Background: an optimization exercise with open tools, aiming at small area. Do not read the settings as production practice.
Only simulation tests tie the RTL to the original design; equivalence was not proved.
No activity file was given, so power comes from the tool's default toggle rates. The flow treats the clock pin as an ideal source, which a real chip does not have.

Setup of north:
==> flow/design.v <==
package dev_pkg;
    typedef logic [31:0] addr_t;            
    typedef logic [31:0] data_t;            
    typedef logic [3:0]  be_t;              
    typedef logic [7:0]  page_t;            
    localparam page_t UART_PAGE = 8'hC0;    
    localparam page_t DSA_PAGE  = 8'hC4;    
    localparam logic [1:0] UART_REG_TX     = 2'd0;
    localparam logic [1:0] UART_REG_STATUS = 2'd1;
    localparam int DSA_WORDS = 16;
    typedef enum logic [1:0] {
        IDLE,                               
        START,                              
        DATA,                               
        STOP                                
    } uart_state_t;
endpackage
module dsa_port_bit (
    input  logic wr_i,
    input  logic wdata_i,
    input  logic prev_i,
    output logic d_o
);
    assign d_o = wr_i ? wdata_i : prev_i;
endmodule
module dev_rd_bit (
    input  logic [15:0] d_i,
    input  logic [15:0] sel_i,
    output logic        q_o
);
    logic [5:0] n;
    for (genvar g = 0; g < 5; g++) begin : g_aoi
        dev_rd_aoi3 i_aoi (
            .d_i   (d_i[3*g +: 3]),
            .sel_i (sel_i[3*g +: 3]),
            .n_o   (n[g])
        );
    end
    dev_rd_nand2 i_last (
        .a_i (d_i[15]),
        .b_i (sel_i[15]),
        .n_o (n[5])
    );
    dev_rd_or6n i_or (
        .n_i (n),
        .q_o (q_o)
    );
endmodule
module dev_rd_aoi3 (
    input  logic [2:0] d_i,
    input  logic [2:0] sel_i,
    output logic       n_o
);
    assign n_o = ~|(d_i & sel_i);
endmodule
module dev_rd_nand2 (
    input  logic a_i,
    input  logic b_i,
    output logic n_o
);
    assign n_o = ~(a_i & b_i);
endmodule
module dev_rd_or6n (
    input  logic [5:0] n_i,
    output logic       q_o
);
    assign q_o = ~&n_i;
endmodule
module dev_bus_top (
    input  logic           clk,
    input  logic           usr_reset,
    input  logic           wb_cyc_i,
    input  logic           wb_stb_i,
    input  logic           wb_we_i,
    input  dev_pkg::addr_t wb_adr_i,
    input  dev_pkg::be_t   wb_sel_i,
    input  dev_pkg::data_t wb_dat_i,
    output dev_pkg::data_t wb_dat_o,
    output logic           wb_ack_o,
    output logic           uart_tx_o
);
    logic       rst_act;
    logic [2:0] rst_idx;
    logic       rst;
    always_ff @(posedge clk) begin
        if (usr_reset) begin
            rst_act <= 1'b1;
            rst_idx <= 3'd7;
        end else begin
            rst_act <= rst_act & (rst_idx != 3'd0);
            rst_idx <= rst_idx - 3'd1;
        end
    end
    assign rst = usr_reset | rst_act;
    logic ack_q;
    logic req;
    logic hit_uart;
    logic hit_dsa;
    logic uart_tx_req;
    logic uart_busy;
    assign hit_uart    = (wb_adr_i[31:24] == dev_pkg::UART_PAGE);
    assign hit_dsa     = (wb_adr_i[31:24] == dev_pkg::DSA_PAGE);
    assign req         = wb_cyc_i & wb_stb_i & ~ack_q & ~rst;
    assign uart_tx_req = hit_uart & wb_we_i & (wb_adr_i[3:2] == dev_pkg::UART_REG_TX);
    always_ff @(posedge clk) begin
        ack_q <= req & ~(uart_tx_req & uart_busy);
    end
    assign wb_ack_o = ack_q;
    logic [9:0] tx_sr;
    logic [3:0] baud_cnt;
    logic       bit_end;
    logic       tx_wr;
    logic       tx_q;
    assign uart_busy = |tx_sr;
    assign bit_end   = (baud_cnt == 4'd15);
    assign tx_wr     = req & uart_tx_req & ~uart_busy;
    always_ff @(posedge clk) begin
        if (rst) begin
            tx_sr <= '0;
        end else if (tx_wr) begin
            tx_sr <= {1'b1, wb_dat_i[7:0], 1'b0};
        end else if (bit_end) begin
            tx_sr <= {1'b0, tx_sr[9:1]};
        end
    end
    always_ff @(posedge clk) begin
        baud_cnt <= uart_busy ? baud_cnt + 4'd1 : 4'd0;
        tx_q     <= rst | tx_sr[0] | ~(|tx_sr[9:1]);
    end
    assign uart_tx_o = tx_q;
    logic [31:0] slot_q [16];
    logic        phase;
    logic [31:0] wdata;
    logic        dsa_wr;
    assign phase  = rst_idx[0];
    assign dsa_wr = wb_cyc_i & wb_stb_i & hit_dsa & wb_we_i & (wb_adr_i[2] ^ phase);
    assign wdata  = rst_act ? 32'd0 : wb_dat_i;
    logic [31:0] even_d [8];                 
    for (genvar k = 0; k < 8; k++) begin : g_pair
        logic [3:0] wr;
        for (genvar b = 0; b < 4; b++) begin : g_lane
            assign wr[b] = rst_act | (dsa_wr & (wb_adr_i[5:3] == 3'(k)) & wb_sel_i[b]);
            for (genvar i = 0; i < 8; i++) begin : g_bit
                dsa_port_bit i_bit (
                    .wr_i    (wr[b]),
                    .wdata_i (wdata[8*b + i]),
                    .prev_i  (slot_q[2*k+1][8*b + i]),
                    .d_o     (even_d[k][8*b + i])
                );
            end
        end
    end
    always_ff @(posedge clk) begin
        for (int k = 0; k < 8; k++) begin
            slot_q[2*k]   <= even_d[k];
            slot_q[2*k+1] <= slot_q[2*k];
        end
    end
    logic        dsa_rd_q;                  
    logic        stat_q;                    
    logic [3:0]  rd_slot;
    logic [15:0] rd_sel;
    logic [31:0] rd_data;
    always_ff @(posedge clk) begin
        dsa_rd_q <= hit_dsa & ~wb_we_i;
        stat_q   <= hit_uart & ~wb_we_i & (wb_adr_i[3:2] == dev_pkg::UART_REG_STATUS) & uart_busy;
    end
    assign rd_slot = {wb_adr_i[5:3], wb_adr_i[2] ^ phase};
    for (genvar q = 0; q < 16; q++) begin : g_rsel
        assign rd_sel[q] = dsa_rd_q & (rd_slot == 4'(q));
    end
    for (genvar i = 0; i < 32; i++) begin : g_rd
        logic [15:0] col;
        for (genvar q = 0; q < 16; q++) begin : g_col
            assign col[q] = slot_q[q][i];
        end
        dev_rd_bit i_bit (
            .d_i   (col),
            .sel_i (rd_sel),
            .q_o   (rd_data[i])
        );
    end
    assign wb_dat_o = rd_data | {31'd0, stat_q};
endmodule
clock: 4.0 ns
lec_check: 0
cap_margin: 20
core_margin: 2
core_utilization: 60
slew_margin: 20
synth_hierarchical: 1
synth_minimum_keep_size: 0
standard.sh (not shown) runs the stock make flow with config.mk's settings and CLKGATE_MAP_FILE= SYNTH_SCRIPT=/design/flow/synth_recipe.tcl, a recipe that flattens the netlist after the stock synthesis.
==> flow/flow/run.sh <==
#!/bin/bash
# Standard synthesis, then every combinational cell down to its smallest
# variant (flow/downsize.py), then the standard layout with the extra make
# settings of flow/extra.txt (small port buffers, a clock tree of larger
# clusters). Each step's output goes to its own log in the work folder.
set -euo pipefail
R=$PWD/orfs/results/$FLOW_PLATFORM/dev_bus_top/base
EXTRA=(REMOVE_ABC_BUFFERS=1)
if [[ -f flow/extra.txt ]]; then
  while IFS= read -r line; do [[ -n "$line" ]] && EXTRA+=("$line"); done < flow/extra.txt
fi
bash standard.sh $R/1_2_yosys.v > synth.log 2>&1
cp $R/1_2_yosys.v $R/1_2_yosys_std.v
python3 flow/downsize.py $FLOW_HOME/platforms/$FLOW_PLATFORM/lib/sky130_fd_sc_hd__tt_025C_1v80.lib \
    $FLOW_HOME/platforms/$FLOW_PLATFORM/config.mk $R/1_2_yosys_std.v $R/1_2_yosys.v ${FANOUT_SIZES:-} > downsize.log 2>&1
bash standard.sh "${EXTRA[@]}" finish > layout.log 2>&1
Other scripts of this flow, unchanged in this note and not shown: flow/flow/downsize.py, flow/flow/extra.txt
The final layout from north, which completed every stage, passed the timing, DRC and antenna checks at the end of the flow.
diff inputs: north => south
--- a/flow/design.v
+++ b/flow/design.v
@@ -24,4 +24,12 @@
     assign d_o = wr_i ? wdata_i : prev_i;
 endmodule
+module dsa_wr_en (
+    input  logic pair_i,
+    input  logic lane_i,
+    input  logic clr_i,
+    output logic wr_o
+);
+    assign wr_o = (pair_i & lane_i) | clr_i;
+endmodule
 module dev_rd_bit (
     input  logic [15:0] d_i,
@@ -66,4 +74,11 @@
 );
     assign q_o = ~&n_i;
+endmodule
+module dev_rd_sel (
+    input  logic hi_i,
+    input  logic lo_i,
+    output logic sel_o
+);
+    assign sel_o = hi_i & lo_i;
 endmodule
 module dev_bus_top (
@@ -139,6 +154,13 @@
     for (genvar k = 0; k < 8; k++) begin : g_pair
         logic [3:0] wr;
+        logic       pair_wr;
+        assign pair_wr = dsa_wr & (wb_adr_i[5:3] == 3'(k));
         for (genvar b = 0; b < 4; b++) begin : g_lane
-            assign wr[b] = rst_act | (dsa_wr & (wb_adr_i[5:3] == 3'(k)) & wb_sel_i[b]);
+            dsa_wr_en i_wr (
+                .pair_i (pair_wr),
+                .lane_i (wb_sel_i[b]),
+                .clr_i  (rst_act),
+                .wr_o   (wr[b])
+            );
             for (genvar i = 0; i < 8; i++) begin : g_bit
                 dsa_port_bit i_bit (
@@ -167,6 +189,16 @@
     end
     assign rd_slot = {wb_adr_i[5:3], wb_adr_i[2] ^ phase};
+    logic [3:0] rd_hi;                      
+    logic [3:0] rd_lo;                      
+    for (genvar j = 0; j < 4; j++) begin : g_rpre
+        assign rd_hi[j] = dsa_rd_q & (rd_slot[3:2] == 2'(j));
+        assign rd_lo[j] = (rd_slot[1:0] == 2'(j));
+    end
     for (genvar q = 0; q < 16; q++) begin : g_rsel
-        assign rd_sel[q] = dsa_rd_q & (rd_slot == 4'(q));
+        dev_rd_sel i_sel (
+            .hi_i  (rd_hi[q / 4]),
+            .lo_i  (rd_lo[q % 4]),
+            .sel_o (rd_sel[q])
+        );
     end
     for (genvar i = 0; i < 32; i++) begin : g_rd
## What came out
- STATUS fmax: south wins against north
- Global-route wire length before repair, south and north: lower on north
- After detailed routing, north needs more wire than south.
- Comparing post-placement cell count for south and north, the bigger number came from north.
- Changes observed in south relative to north: number of vias in the routed layout shows a reduction of 1.0%; switching part of the total power shows a reduction of 0.19 points; synthesized cell area shows no meaningful change; post-route cell area shows a reduction of about 1.3%.
- Summary: worst path setup slack after routing, south better than north

[afterwards: timing with drivers on the ports]
The flow's constraints put no driver on any port. The routed layouts listed below were extracted and timed again, unchanged, in two steps. Step 1: set_driving_cell puts a clkbuf_16 on clk and a buf_2 on each other input, an assumption about the parent block. Step 2, shift: input delay + t, output delay - t, t = (earliest + latest rising clock arrival at the registers) / 2. This alone moves slack from input paths to output paths. a / b / c = ideal / step 1 / step 2; a / b = the first two.
| run | shift t [ns] | setup slack, ns | worst setup path at the end | slew at the worst register clock pin (ns) | cell pins on the clock port's net |
|---|---|---|---|---|---|
| north | 0.591 | 0.191 / 0.170 / 0.170 | input to output | 0.12 / 0.12 | 1 |
| south | 0.587 | 0.320 / 0.290 / 0.299 | input to output | 0.11 / 0.11 | 1 |
After both steps setup and hold are still met in every run listed.
